This is an optimization exercise on Yosys and OpenROAD, whose aim is small area, not a production implementation. In this exercise RTL edits were held to simulation tests only and were not proved equivalent to the original. Power and IR drop assume default switching activity.

$ cat flow/design.v
package adventurePkg;
	typedef logic [9:0] pixelX_t;
	typedef logic [8:0] pixelY_t;
	typedef logic [3:0] roomCoord_t;
	typedef struct packed {
		logic [2:0] red;
		logic [2:0] green;
		logic [1:0] blue;
	} color_t;
	typedef enum logic [1:0] {
		HELD_NONE   = 2'd0,
		HELD_YELLOW = 2'd1,
		HELD_BLACK  = 2'd2
	} heldKey_t;
	localparam int STEP_PERIOD  = 16;
	localparam int STEP_COUNT_W = $clog2(STEP_PERIOD);
	localparam pixelX_t X_MAX        = 10'd624;
	localparam pixelX_t X_MIN        = 10'd16;
	localparam pixelY_t Y_MAX        = 9'd470;
	localparam pixelY_t Y_MIN        = 9'd10;
	localparam pixelX_t ENTRY_LEFT   = 10'd20;
	localparam pixelX_t ENTRY_RIGHT  = 10'd619;
	localparam pixelY_t ENTRY_TOP    = 9'd14;
	localparam pixelY_t ENTRY_BOTTOM = 9'd466;
	localparam roomCoord_t ROOM_LIMIT = 4'd8;
	localparam int PUSH_BACK = 7;
	localparam pixelX_t START_X         = 10'd320;
	localparam pixelY_t START_Y         = 9'd380;
	localparam roomCoord_t START_ROOM_X = 4'd3;
	localparam roomCoord_t START_ROOM_Y = 4'd5;
	localparam int PLAYER_HALF = 9;
	localparam pixelX_t YELLOW_KEY_X         = 10'd128;
	localparam pixelY_t YELLOW_KEY_Y         = 9'd220;
	localparam roomCoord_t YELLOW_KEY_ROOM_X = 4'd3;
	localparam roomCoord_t YELLOW_KEY_ROOM_Y = 4'd5;
	localparam pixelX_t BLACK_KEY_X          = 10'd128;
	localparam pixelY_t BLACK_KEY_Y          = 9'd220;
	localparam roomCoord_t BLACK_KEY_ROOM_X  = 4'd4;
	localparam roomCoord_t BLACK_KEY_ROOM_Y  = 4'd7;
	localparam int KEY_W        = 32;
	localparam int KEY_H        = 8;
	localparam int KEY_ROW      = 4;     
	localparam int CARRY_OFFSET = 15;
	localparam pixelX_t GATE_X = 10'd304;
	localparam pixelY_t GATE_Y = 9'd280;
	localparam int GATE_BARS   = 4;
	localparam int GATE_PITCH  = 10;
	localparam int GATE_BAR_W  = 5;
	localparam int GATE_BAR_H  = 80;
	localparam roomCoord_t YELLOW_CASTLE_X = 4'd3;
	localparam roomCoord_t YELLOW_CASTLE_Y = 4'd5;
	localparam roomCoord_t BLACK_CASTLE_X  = 4'd1;
	localparam roomCoord_t BLACK_CASTLE_Y  = 4'd3;
	localparam pixelX_t UNLOCK_X_LO  = 10'd288;
	localparam pixelX_t UNLOCK_X_HI  = 10'd352;
	localparam pixelY_t UNLOCK_Y     = 9'd360;
	localparam pixelY_t GATE_BLOCK_Y = 9'd352;
	localparam color_t COLOR_YELLOW     = 8'hFC;
	localparam color_t COLOR_BLACK      = 8'h00;
	localparam color_t COLOR_MAZE       = 8'h27;
	localparam color_t COLOR_GREEN      = 8'h1C;
	localparam color_t COLOR_DEFAULT    = 8'hFF;
	localparam color_t COLOR_KEY_ROOM   = 8'hF0;
	localparam color_t COLOR_CHALICE    = 8'h87;
	localparam color_t COLOR_BLACK_YARD = 8'hCC;
	localparam color_t COLOR_LEFT_HALL  = 8'h78;
	localparam color_t COLOR_RIGHT_HALL = 8'h90;
endpackage
import adventurePkg::*;
module stepTimer (
	input  logic turn,
	input  logic rst,
	output logic step
);
	logic [STEP_COUNT_W-1:0] count;
	always_ff @(posedge turn) begin
		if (rst) begin
			count <= '0;
			step <= 1'b0;
		end else if (count == STEP_COUNT_W'(STEP_PERIOD - 1)) begin
			count <= '0;
			step <= 1'b1;
		end else begin
			count <= count + STEP_COUNT_W'(1);
			step <= 1'b0;
		end
	end
endmodule
import adventurePkg::*;
module playerMotion (
	input  logic       turn,
	input  logic       rst,
	input  logic       step,
	input  logic [3:0] buttons,
	input  logic       bump,
	output adventurePkg::pixelX_t    v_playerX,
	output adventurePkg::pixelY_t    v_playerY,
	output adventurePkg::roomCoord_t v_roomX,
	output adventurePkg::roomCoord_t v_roomY,
	output adventurePkg::color_t     v_roomColor
);
	logic moveRight;
	logic moveDown;
	logic moveUp;
	logic moveLeft;
	adventurePkg::roomCoord_t rightRoomX;
	adventurePkg::roomCoord_t rightRoomY;
	adventurePkg::roomCoord_t leftRoomX;
	adventurePkg::roomCoord_t leftRoomY;
	function automatic adventurePkg::color_t roomLookup(input adventurePkg::roomCoord_t x,
			input adventurePkg::roomCoord_t y);
		if (x == 4'd3 && y <= 4'd5)
			roomLookup = COLOR_YELLOW;
		else if (x == 4'd4 && y == 4'd7)
			roomLookup = COLOR_KEY_ROOM;
		else if (x == 4'd1 && y == 4'd1)
			roomLookup = COLOR_CHALICE;
		else if (x == 4'd1 && y == 4'd2)
			roomLookup = COLOR_BLACK_YARD;
		else if (x == 4'd1 && y == 4'd3)
			roomLookup = COLOR_BLACK;
		else if (x == 4'd1 || (x == 4'd2 && y < 4'd6))
			roomLookup = COLOR_MAZE;
		else if (x == 4'd2 && y == 4'd6)
			roomLookup = COLOR_LEFT_HALL;
		else if (x == 4'd3 && y == 4'd6)
			roomLookup = COLOR_GREEN;
		else if (x == 4'd4 && y == 4'd6)
			roomLookup = COLOR_RIGHT_HALL;
		else
			roomLookup = COLOR_DEFAULT;
	endfunction
	assign moveRight = buttons[0];
	assign moveDown  = buttons[1];
	assign moveUp    = buttons[2];
	assign moveLeft  = buttons[3];
	always_comb begin
		rightRoomX = v_roomX + adventurePkg::roomCoord_t'(1);
		rightRoomY = v_roomY;
		leftRoomX = v_roomX - adventurePkg::roomCoord_t'(1);
		leftRoomY = v_roomY;
		if (v_roomX == 4'd1 && v_roomY == 4'd6) begin
			rightRoomX = 4'd1;
			rightRoomY = 4'd4;
			leftRoomX = 4'd2;
			leftRoomY = 4'd4;
		end else if (v_roomX == 4'd2 && v_roomY == 4'd5) begin
			rightRoomX = 4'd1;
			rightRoomY = 4'd5;
		end else if (v_roomX == 4'd2 && v_roomY == 4'd4) begin
			rightRoomX = 4'd1;
			rightRoomY = 4'd6;
		end else if (v_roomX == 4'd1 && v_roomY == 4'd5) begin
			leftRoomX = 4'd2;
			leftRoomY = 4'd5;
		end else if (v_roomX == 4'd1 && v_roomY == 4'd4) begin
			leftRoomX = 4'd1;
			leftRoomY = 4'd6;
		end
	end
	always_ff @(posedge turn) begin
		if (rst) begin
			v_playerX <= START_X;
			v_playerY <= START_Y;
			v_roomX <= START_ROOM_X;
			v_roomY <= START_ROOM_Y;
			v_roomColor <= roomLookup(START_ROOM_X, START_ROOM_Y);
		end else if (step) begin
			if (moveRight && v_playerX < X_MAX)
				v_playerX <= bump ? v_playerX - adventurePkg::pixelX_t'(PUSH_BACK) : v_playerX + 10'd1;
			if (moveDown && v_playerY < Y_MAX)
				v_playerY <= bump ? v_playerY - adventurePkg::pixelY_t'(PUSH_BACK) : v_playerY + 9'd1;
			if (moveUp && v_playerY > Y_MIN)
				v_playerY <= bump ? v_playerY + adventurePkg::pixelY_t'(PUSH_BACK) : v_playerY - 9'd1;
			if (moveLeft && v_playerX > X_MIN)
				v_playerX <= bump ? v_playerX + adventurePkg::pixelX_t'(PUSH_BACK) : v_playerX - 10'd1;
			if (v_playerX >= X_MAX && v_roomX != ROOM_LIMIT) begin
				v_roomX <= rightRoomX;
				v_roomY <= rightRoomY;
				v_playerX <= ENTRY_LEFT;
			end else if (v_playerY >= Y_MAX && v_roomY != ROOM_LIMIT) begin
				v_roomY <= v_roomY + adventurePkg::roomCoord_t'(1);
				v_playerY <= ENTRY_TOP;
			end else if (v_playerY <= Y_MIN && v_roomY != '0) begin
				v_roomY <= v_roomY - adventurePkg::roomCoord_t'(1);
				v_playerY <= ENTRY_BOTTOM;
			end else if (v_playerX <= X_MIN && v_roomX != '0) begin
				v_roomX <= leftRoomX;
				v_roomY <= leftRoomY;
				v_playerX <= ENTRY_RIGHT;
			end
			v_roomColor <= roomLookup(v_roomX, v_roomY);
		end
	end
endmodule
import adventurePkg::*;
module keyTracker (
	input  logic turn,
	input  logic rst,
	input  logic step,
	input  adventurePkg::pixelX_t    v_playerX,
	input  adventurePkg::pixelY_t    v_playerY,
	input  adventurePkg::roomCoord_t v_roomX,
	input  adventurePkg::roomCoord_t v_roomY,
	output adventurePkg::pixelX_t    v_yellowKeyX,
	output adventurePkg::pixelY_t    v_yellowKeyY,
	output adventurePkg::pixelX_t    v_blackKeyX,
	output adventurePkg::pixelY_t    v_blackKeyY,
	output logic          v_yellowUsed,
	output logic          v_blackUsed,
	output adventurePkg::heldKey_t   v_held
);
	logic inYellowKeyRoom;
	logic inBlackKeyRoom;
	logic atUnlockSpot;
	function automatic logic onKey(input adventurePkg::pixelX_t px, input adventurePkg::pixelY_t py,
			input adventurePkg::pixelX_t kx, input adventurePkg::pixelY_t ky);
		onKey = px > kx && px < kx + adventurePkg::pixelX_t'(KEY_W)
			&& py > ky - adventurePkg::pixelY_t'(KEY_ROW) && py < ky + adventurePkg::pixelY_t'(KEY_H);
	endfunction
	assign inYellowKeyRoom = v_roomX == YELLOW_KEY_ROOM_X && v_roomY == YELLOW_KEY_ROOM_Y;
	assign inBlackKeyRoom  = v_roomX == BLACK_KEY_ROOM_X && v_roomY == BLACK_KEY_ROOM_Y;
	assign atUnlockSpot = v_playerX > UNLOCK_X_LO && v_playerX < UNLOCK_X_HI
		&& v_playerY < UNLOCK_Y;
	always_ff @(posedge turn) begin
		if (rst) begin
			v_yellowKeyX <= YELLOW_KEY_X;
			v_yellowKeyY <= YELLOW_KEY_Y;
			v_blackKeyX <= BLACK_KEY_X;
			v_blackKeyY <= BLACK_KEY_Y;
			v_yellowUsed <= 1'b0;
			v_blackUsed <= 1'b0;
			v_held <= HELD_NONE;
		end else if (step) begin
			if (inYellowKeyRoom && !v_yellowUsed
					&& onKey(v_playerX, v_playerY, v_yellowKeyX, v_yellowKeyY))
				v_held <= HELD_YELLOW;
			if (inBlackKeyRoom && !v_blackUsed
					&& onKey(v_playerX, v_playerY, v_blackKeyX, v_blackKeyY))
				v_held <= HELD_BLACK;
			if (v_held == HELD_YELLOW) begin
				v_yellowKeyX <= v_playerX + adventurePkg::pixelX_t'(CARRY_OFFSET);
				v_yellowKeyY <= v_playerY;
				if (v_roomX == YELLOW_CASTLE_X && v_roomY == YELLOW_CASTLE_Y && atUnlockSpot)
					v_yellowUsed <= 1'b1;
			end
			if (v_held == HELD_BLACK) begin
				v_blackKeyX <= v_playerX + adventurePkg::pixelX_t'(CARRY_OFFSET);
				v_blackKeyY <= v_playerY;
				if (v_roomX == BLACK_CASTLE_X && v_roomY == BLACK_CASTLE_Y && atUnlockSpot)
					v_blackUsed <= 1'b1;
			end
		end
	end
endmodule
import adventurePkg::*;
module pixelCompositor (
	input  logic       turn,
	input  logic       rst,
	input  adventurePkg::pixelX_t    pixelX,
	input  adventurePkg::pixelY_t    pixelY,
	input  logic       blank,
	input  adventurePkg::color_t     mapPixel,
	input  adventurePkg::pixelX_t    v_playerX,
	input  adventurePkg::pixelY_t    v_playerY,
	input  adventurePkg::roomCoord_t v_roomX,
	input  adventurePkg::roomCoord_t v_roomY,
	input  adventurePkg::color_t     v_roomColor,
	input  adventurePkg::pixelX_t    v_yellowKeyX,
	input  adventurePkg::pixelY_t    v_yellowKeyY,
	input  adventurePkg::pixelX_t    v_blackKeyX,
	input  adventurePkg::pixelY_t    v_blackKeyY,
	input  logic          v_yellowUsed,
	input  logic          v_blackUsed,
	input  adventurePkg::heldKey_t   v_held,
	output adventurePkg::color_t     color,
	output logic       bump
);
	logic inYellowCastle;
	logic inBlackCastle;
	logic gateShown;
	logic gateBar;
	logic yellowHit;
	logic blackHit;
	logic playerHit;
	logic gateZone;
	function automatic logic spanX(input adventurePkg::pixelX_t px, input adventurePkg::pixelX_t kx, input int lo,
			input int hi);
		spanX = px >= kx + adventurePkg::pixelX_t'(lo) && px <= kx + adventurePkg::pixelX_t'(hi);
	endfunction
	function automatic logic keyShape(input adventurePkg::pixelX_t px, input adventurePkg::pixelY_t py,
			input adventurePkg::pixelX_t kx, input adventurePkg::pixelY_t ky);
		logic topRow;
		logic midRow;
		logic lowRow;
		topRow = py >= ky - adventurePkg::pixelY_t'(KEY_ROW) && py < ky;
		midRow = py >= ky && py < ky + adventurePkg::pixelY_t'(KEY_ROW);
		lowRow = py >= ky + adventurePkg::pixelY_t'(KEY_ROW) && py < ky + adventurePkg::pixelY_t'(KEY_H);
		keyShape = (topRow && spanX(px, kx, 22, KEY_W))
			|| (midRow && (spanX(px, kx, 0, 24) || spanX(px, kx, 28, KEY_W)))
			|| (lowRow && (spanX(px, kx, 0, 4) || spanX(px, kx, 8, 12)
				|| spanX(px, kx, 22, KEY_W)));
	endfunction
	assign inYellowCastle = v_roomX == YELLOW_CASTLE_X && v_roomY == YELLOW_CASTLE_Y;
	assign inBlackCastle  = v_roomX == BLACK_CASTLE_X && v_roomY == BLACK_CASTLE_Y;
	assign gateShown = (inYellowCastle && !v_yellowUsed) || (inBlackCastle && !v_blackUsed);
	always_comb begin
		gateBar = 1'b0;
		for (int i = 0; i < GATE_BARS; i++) begin
			if (pixelX >= GATE_X + adventurePkg::pixelX_t'(i * GATE_PITCH)
					&& pixelX < GATE_X + adventurePkg::pixelX_t'(i * GATE_PITCH + GATE_BAR_W))
				gateBar = 1'b1;
		end
		gateBar = gateBar && pixelY >= GATE_Y && pixelY <= GATE_Y + adventurePkg::pixelY_t'(GATE_BAR_H);
	end
	assign yellowHit = !v_yellowUsed
		&& ((v_roomX == YELLOW_KEY_ROOM_X && v_roomY == YELLOW_KEY_ROOM_Y)
			|| v_held == HELD_YELLOW)
		&& keyShape(pixelX, pixelY, v_yellowKeyX, v_yellowKeyY);
	assign blackHit = !v_blackUsed
		&& ((v_roomX == BLACK_KEY_ROOM_X && v_roomY == BLACK_KEY_ROOM_Y)
			|| v_held == HELD_BLACK)
		&& keyShape(pixelX, pixelY, v_blackKeyX, v_blackKeyY);
	assign playerHit = pixelX >= v_playerX - adventurePkg::pixelX_t'(PLAYER_HALF)
		&& pixelX < v_playerX + adventurePkg::pixelX_t'(PLAYER_HALF)
		&& pixelY >= v_playerY - adventurePkg::pixelY_t'(PLAYER_HALF)
		&& pixelY < v_playerY + adventurePkg::pixelY_t'(PLAYER_HALF);
	assign gateZone = v_playerX > UNLOCK_X_LO && v_playerY < GATE_BLOCK_Y;
	always_ff @(posedge turn) begin
		if (rst) begin
			color <= '0;
			bump <= 1'b0;
		end else if (blank) begin
			color <= '0;
		end else begin
			if (gateShown && gateBar)
				color <= COLOR_BLACK;
			else if (yellowHit)
				color <= COLOR_YELLOW;
			else if (blackHit)
				color <= COLOR_BLACK;
			else if (playerHit)
				color <= v_roomColor;
			else
				color <= mapPixel;
			if (playerHit) begin
				if (inYellowCastle && gateZone)
					bump <= !v_yellowUsed;
				else if (inBlackCastle && gateZone)
					bump <= !v_blackUsed;
				else
					bump <= mapPixel == v_roomColor;
			end
		end
	end
endmodule
import adventurePkg::*;
module adventureTop (
	input  logic       turn,
	input  logic       rst,
	input  logic [3:0] buttons,
	input  adventurePkg::pixelX_t    pixelX,
	input  adventurePkg::pixelY_t    pixelY,
	input  logic       blank,
	input  adventurePkg::color_t     mapPixel,
	output adventurePkg::color_t     color,
	output adventurePkg::roomCoord_t roomX,
	output adventurePkg::roomCoord_t roomY,
	output adventurePkg::color_t     roomColor
);
	logic step;
	logic bump;
	adventurePkg::pixelX_t    v_playerX;
	adventurePkg::pixelY_t    v_playerY;
	adventurePkg::roomCoord_t v_roomX;
	adventurePkg::roomCoord_t v_roomY;
	adventurePkg::color_t     v_roomColor;
	adventurePkg::pixelX_t    v_yellowKeyX;
	adventurePkg::pixelY_t    v_yellowKeyY;
	adventurePkg::pixelX_t    v_blackKeyX;
	adventurePkg::pixelY_t    v_blackKeyY;
	logic       v_yellowUsed;
	logic       v_blackUsed;
	adventurePkg::heldKey_t   v_held;
	stepTimer uStep (
		.turn (turn),
		.rst  (rst),
		.step (step)
	);
	playerMotion uPlayer (
		.turn    (turn),
		.rst     (rst),
		.step    (step),
		.buttons (buttons),
		.bump    (bump),
		.v_playerX   (v_playerX),
		.v_playerY   (v_playerY),
		.v_roomX     (v_roomX),
		.v_roomY     (v_roomY),
		.v_roomColor (v_roomColor)
	);
	keyTracker uKeys (
		.turn (turn),
		.rst  (rst),
		.step (step),
		.v_playerX   (v_playerX),
		.v_playerY   (v_playerY),
		.v_roomX     (v_roomX),
		.v_roomY     (v_roomY),
		.v_yellowKeyX (v_yellowKeyX),
		.v_yellowKeyY (v_yellowKeyY),
		.v_blackKeyX  (v_blackKeyX),
		.v_blackKeyY  (v_blackKeyY),
		.v_yellowUsed (v_yellowUsed),
		.v_blackUsed  (v_blackUsed),
		.v_held       (v_held)
	);
	pixelCompositor uRender (
		.turn     (turn),
		.rst      (rst),
		.pixelX   (pixelX),
		.pixelY   (pixelY),
		.blank    (blank),
		.mapPixel (mapPixel),
		.v_playerX   (v_playerX),
		.v_playerY   (v_playerY),
		.v_roomX     (v_roomX),
		.v_roomY     (v_roomY),
		.v_roomColor (v_roomColor),
		.v_yellowKeyX (v_yellowKeyX),
		.v_yellowKeyY (v_yellowKeyY),
		.v_blackKeyX  (v_blackKeyX),
		.v_blackKeyY  (v_blackKeyY),
		.v_yellowUsed (v_yellowUsed),
		.v_blackUsed  (v_blackUsed),
		.v_held       (v_held),
		.color    (color),
		.bump     (bump)
	);
	assign roomX     = v_roomX;
	assign roomY     = v_roomY;
	assign roomColor = v_roomColor;
endmodule
$ cat flow/run.sh
#!/bin/bash
# synth_recipe.tcl (not shown) runs the flow's synth.tcl, then flattens the netlist and writes it again
# the make line also repeats each setting of config.mk as NAME=value (left out here)
make -C /OpenROAD-flow-scripts/flow DESIGN_CONFIG=/design/flow/config.mk WORK_HOME=/design/flow/orfs CLKGATE_MAP_FILE= SYNTH_SCRIPT=/design/flow/synth_recipe.tcl finish
$ cat flow/config.mk
export PLATFORM = sky130hd
export DESIGN_NAME = adventureTop
export DESIGN_NICKNAME = adventureTop
export VERILOG_FILES = /design/flow/design.v
export SDC_FILE = /design/flow/constraint.sdc
export NUM_CORES = 4
export LEC_CHECK = 0
export CAP_MARGIN = 20
export CORE_MARGIN = 2
export CORE_UTILIZATION = 40
export SLEW_MARGIN = 20
$ cat flow/constraint.sdc
create_clock -name core_clock -period 5.0 [get_ports {turn}]
set_input_delay 1.0000 -clock core_clock [delete_from_list [all_inputs] [get_ports {turn}]]
set_output_delay 1.0000 -clock core_clock [all_outputs]
set_load 0.01 [all_outputs]
==> metrics.csv <==
metric,value,unit
die_w,193.7,um
ctsResizeCount,0,
finalCritPeriodShare,86.68,%
htree_num_levels,3,
hold_viol_final,0,
synth_ff_type,dfxtp_1,
crit_family,compound AO/OA/AOI/OAI gates,
hold_path.startpoint,uKeys.v_yellowKeyY[1]$_SDFFE_PP0P_,
dr_total_vias,14260,
synth_top_area_cell,ha_1,
hold_end,uKeys.v_yellowKeyY[1]$_SDFFE_PP0P_,
reg2reg_depth,14,
num-fill-cells,3587,
fin_nets,2280,
critPathCaptureType,flop,
core,0.03548,mm2
grt_remaining_overflow,0,
final-max-slew-violation-count,0,
antenna_found_initial,1,
track_usage,24.93,%
slowest_delay,840,ps
detail-route-antenna-nets,0,
status,no timing/DRC/antenna violations,
synth_edf_count,0,
path_class,in2reg,
post_cts_buffers,0,
crit_buf_inv,2,
power.density,122.0,mW/mm2
tightest_slew,1081,ps
start_kind,input pin,
max_slew_margin,27.89,%
cp.required,5200,ps
synth_area_per_cell,7.717,um2
ioPinCount,58,
clk_latency,360,ps
portBuffers,57,
fmaxAchievable,230.7,MHz
yosysWarnings,4,
cts_tree,done,
synth-seq-cells,90,
rrSetupSlack,700,ps
finalSetupViolCount,0,
synth_cells,1865,
syn_nets,2233,
synth_area,0.01439,mm2
finalPower,1.947,mW
drtIter0Drc,1051,
max-cap-violations,0,
syn_to_final_growth,10.90,%
cts_hold_buffers,0,
vias_per_cell,5.998,
wl,47.88,mm
dpl-instance-area,0.01563,mm2
p_leak,6.607,nW
drive_above_1_share,4.903,%
cts_made_buffers,9,
die_y,193.7,um
holdPathStages,2,
fin_tns_setup,0,ps
synth_cell_types,82,
netlist_top_cells_count,"334 x ha_1, 177 x a21oi_1, 156 x nand2_1",
ys_seq_area_share,12.52,%
r2r-start,uKeys.v_blackKeyX[3]$_SDFFE_PP0P_,
cp_max_fo,11,
initial_core_util,40.56,%
async_flop_share,0,%
fin_crit,4334,ps
clk_pin_slew,80,ps
rows,69,
dp_hpwl,36.78,mm
drt_first_pass_iters,5,
yosysMostFrequentCell,ha_1,
post-route-drc-count,0,
finalClockSkew,10.14,ps
clockBufferDepth,2,
grt_pass1_wl,75.67,mm
root_buffer,clkbuf_16,
hold_class,reg2reg,
grt_max_degree,41,
dieArea,0.03751,mm2
r2r-end,uRender.color[1]$_SDFF_PP0_,
fin_area,0.01596,mm2
place.gp.congestion,0.9254,
crit_path_cell_trace,clkdlybuf4s50_1 > buf_4 > ha_1 > nand4_1 > nor4b_1 > nand3_1 > a221oi_1 > a211oi_1 > o211ai_1 > o22ai_1,
synth.top_cells.by_area,"ha_1 29%, dfxtp_1 13%, xnor2_1 7.6%, a21oi_1 6.2%, nand2_1 4.1%",
antenna-diode-count,0,
yosysTopAreaCellShare,29.04,%
cp.arrival,4540,ps
grt_pass1_vias,13680,
rsz0062_at_grt,false,
worst_ir_drop_vdd,0.1177,mV
cts.sinks,90,
crit_slowest_cell,clkdlybuf4s50_1,
wire_per_inst,20.14,um
-- routing by layer --
metal	up-vias	share of wire [%]	global-route usage, %
li1	6987	-	-
met1	6757	47	34.37
met2	446	45	40.85
met3	71	4.9	2.157
met4	2	2.7	8.425
met5	-	0.025	0
-- how the worst max path moves through the flow --
stage                                             from  slack (ps)                          end  cells past startpoint
finish                                       pixelX[8]         670  uRender.color[5]$_SDFF_PP0_                     10
global route                                 pixelX[8]         430  uRender.color[7]$_SDFF_PP0_                     10
CTS                                          pixelX[8]         660  uRender.color[5]$_SDFF_PP0_                     10
detailed placement                           pixelX[8]         290  uRender.color[7]$_SDFF_PP0_                     10
global placement                             pixelX[8]         430  uRender.color[3]$_SDFF_PP0_                     10
floorplan           uKeys.v_yellowKeyX[5]$_SDFFE_PP0P_        1560  uRender.color[0]$_SDFF_PP0_                     13
-- registers in the layout, summed over array words and instances (netlist names), 2 cells and up --
name and flops:
uStep.count 4, uKeys.v_yellowKeyX 10, uKeys.v_yellowKeyY 9, uPlayer.v_playerY 9, uPlayer.v_roomY 4, uKeys.v_blackKeyY 9, uPlayer.v_playerX 10, uPlayer.v_roomColor 7
uKeys.v_blackKeyX 10, uPlayer.v_roomX 4, uKeys.v_held 2, uRender.color 8
-- cell families (layout without fill, tap and decap cells) --
logic type | after synthesis | in the layout | synth area share, %
multiplexers | 13 | 13 | 0.9129
AND/OR/NAND/NOR | 533 | 533 | 18.18
AO/OA/AOI/OAI | 569 | 569 | 25.60
XOR/XNOR | 147 | 147 | 8.946
adder cells (fa/ha/maj) | 334 | 334 | 29.04
flip-flops | 90 | 90 | 12.52
buffers and inverters | 179 | 231 | 4.799
-- area by class of cell --
cell class / count / area [um2] / share of cell area, %
well taps: 461 / 576.8 / 3.614
multi-input cells: 1596 / 11910 / 74.61
inverters: 107 / 401.6 / 2.516
repair buffers: 108 / 948.4 / 5.942
clock buffers: 9 / 225.2 / 1.411
flip-flops and latches: 90 / 1802 / 11.29
clock inverters: 7 / 98.84 / 0.6193
-- where the power goes --
part           total [mW]  leakage [nW]  switching, mW  internal (mW)
sequential          0.728         0.728        0.00414          0.724
clock               0.790         0.162          0.346          0.445
combinational       0.428          5.72          0.255          0.173
total                1.95          6.61          0.605           1.34
-- metrics by stage --
step	setup slack, ps	util (%)	cells	hold slack [ps]
floorplan	1561	-	1865	436.3
finish	666.2	44.98	2378	458.3
detailed placement	286.2	44.05	2362	452.6
global route	425.2	44.98	2378	491.8
CTS	662.3	44.96	2378	462.8
global placement	433.6	44.05	2362	446.2
-- worst reg2reg max path: stages, from the launching register on --
cell and delay, ps:
dfxtp_1 660, inv_1 300, ha_1 270, a21boi_0 520, nor2b_1 140, xnor2_1 160
ha_1 200, or4_1 510, a21oi_1 160, and4_1 200, a2111oi_0 70, buf_4 150
o21ai_0 150, o211ai_1 400, nor3b_1 330
-- cells in the final DEF, fill, tap and decap left out, types with 51 or more instances in the layout --
master / count
a21oi_1: 177
buf_4: 51
clkdlybuf4s50_1: 56
dfxtp_1: 90
ha_1: 334
inv_1: 99
nand2_1: 156
nand3_1: 59
nor2_1: 110
o21ai_0: 97
xnor2_1: 125

==> re-timing with driven ports <==
No port has a modelled driver above. Below, the same layout with a new extraction and two added sets of constraints.
Step 1: set_driving_cell puts a clkbuf_16 on turn and a buf_2 on each other input, an assumption about the parent block.
Step 2 adds t to the input delays and takes it off the output delays; t is the mean of the earliest and latest rising clock arrival at the registers after step 1. Input paths then give back, and output paths get back, about the clock's delay inside the block.
Slacks: no drivers / after step 1 / after step 2; pairs: no drivers / after step 1.
t, ns: 0.411
setup slack, ns: 0.666 / 0.689 / 0.278
hold WS [ns]: 0.458 / 0.458 / 0.458
worst setup path at the end: input to register
After both steps setup and hold are still met in this run. The setup slack of this run moves by +0.023 ns with the drivers and by -0.388 ns with both steps.
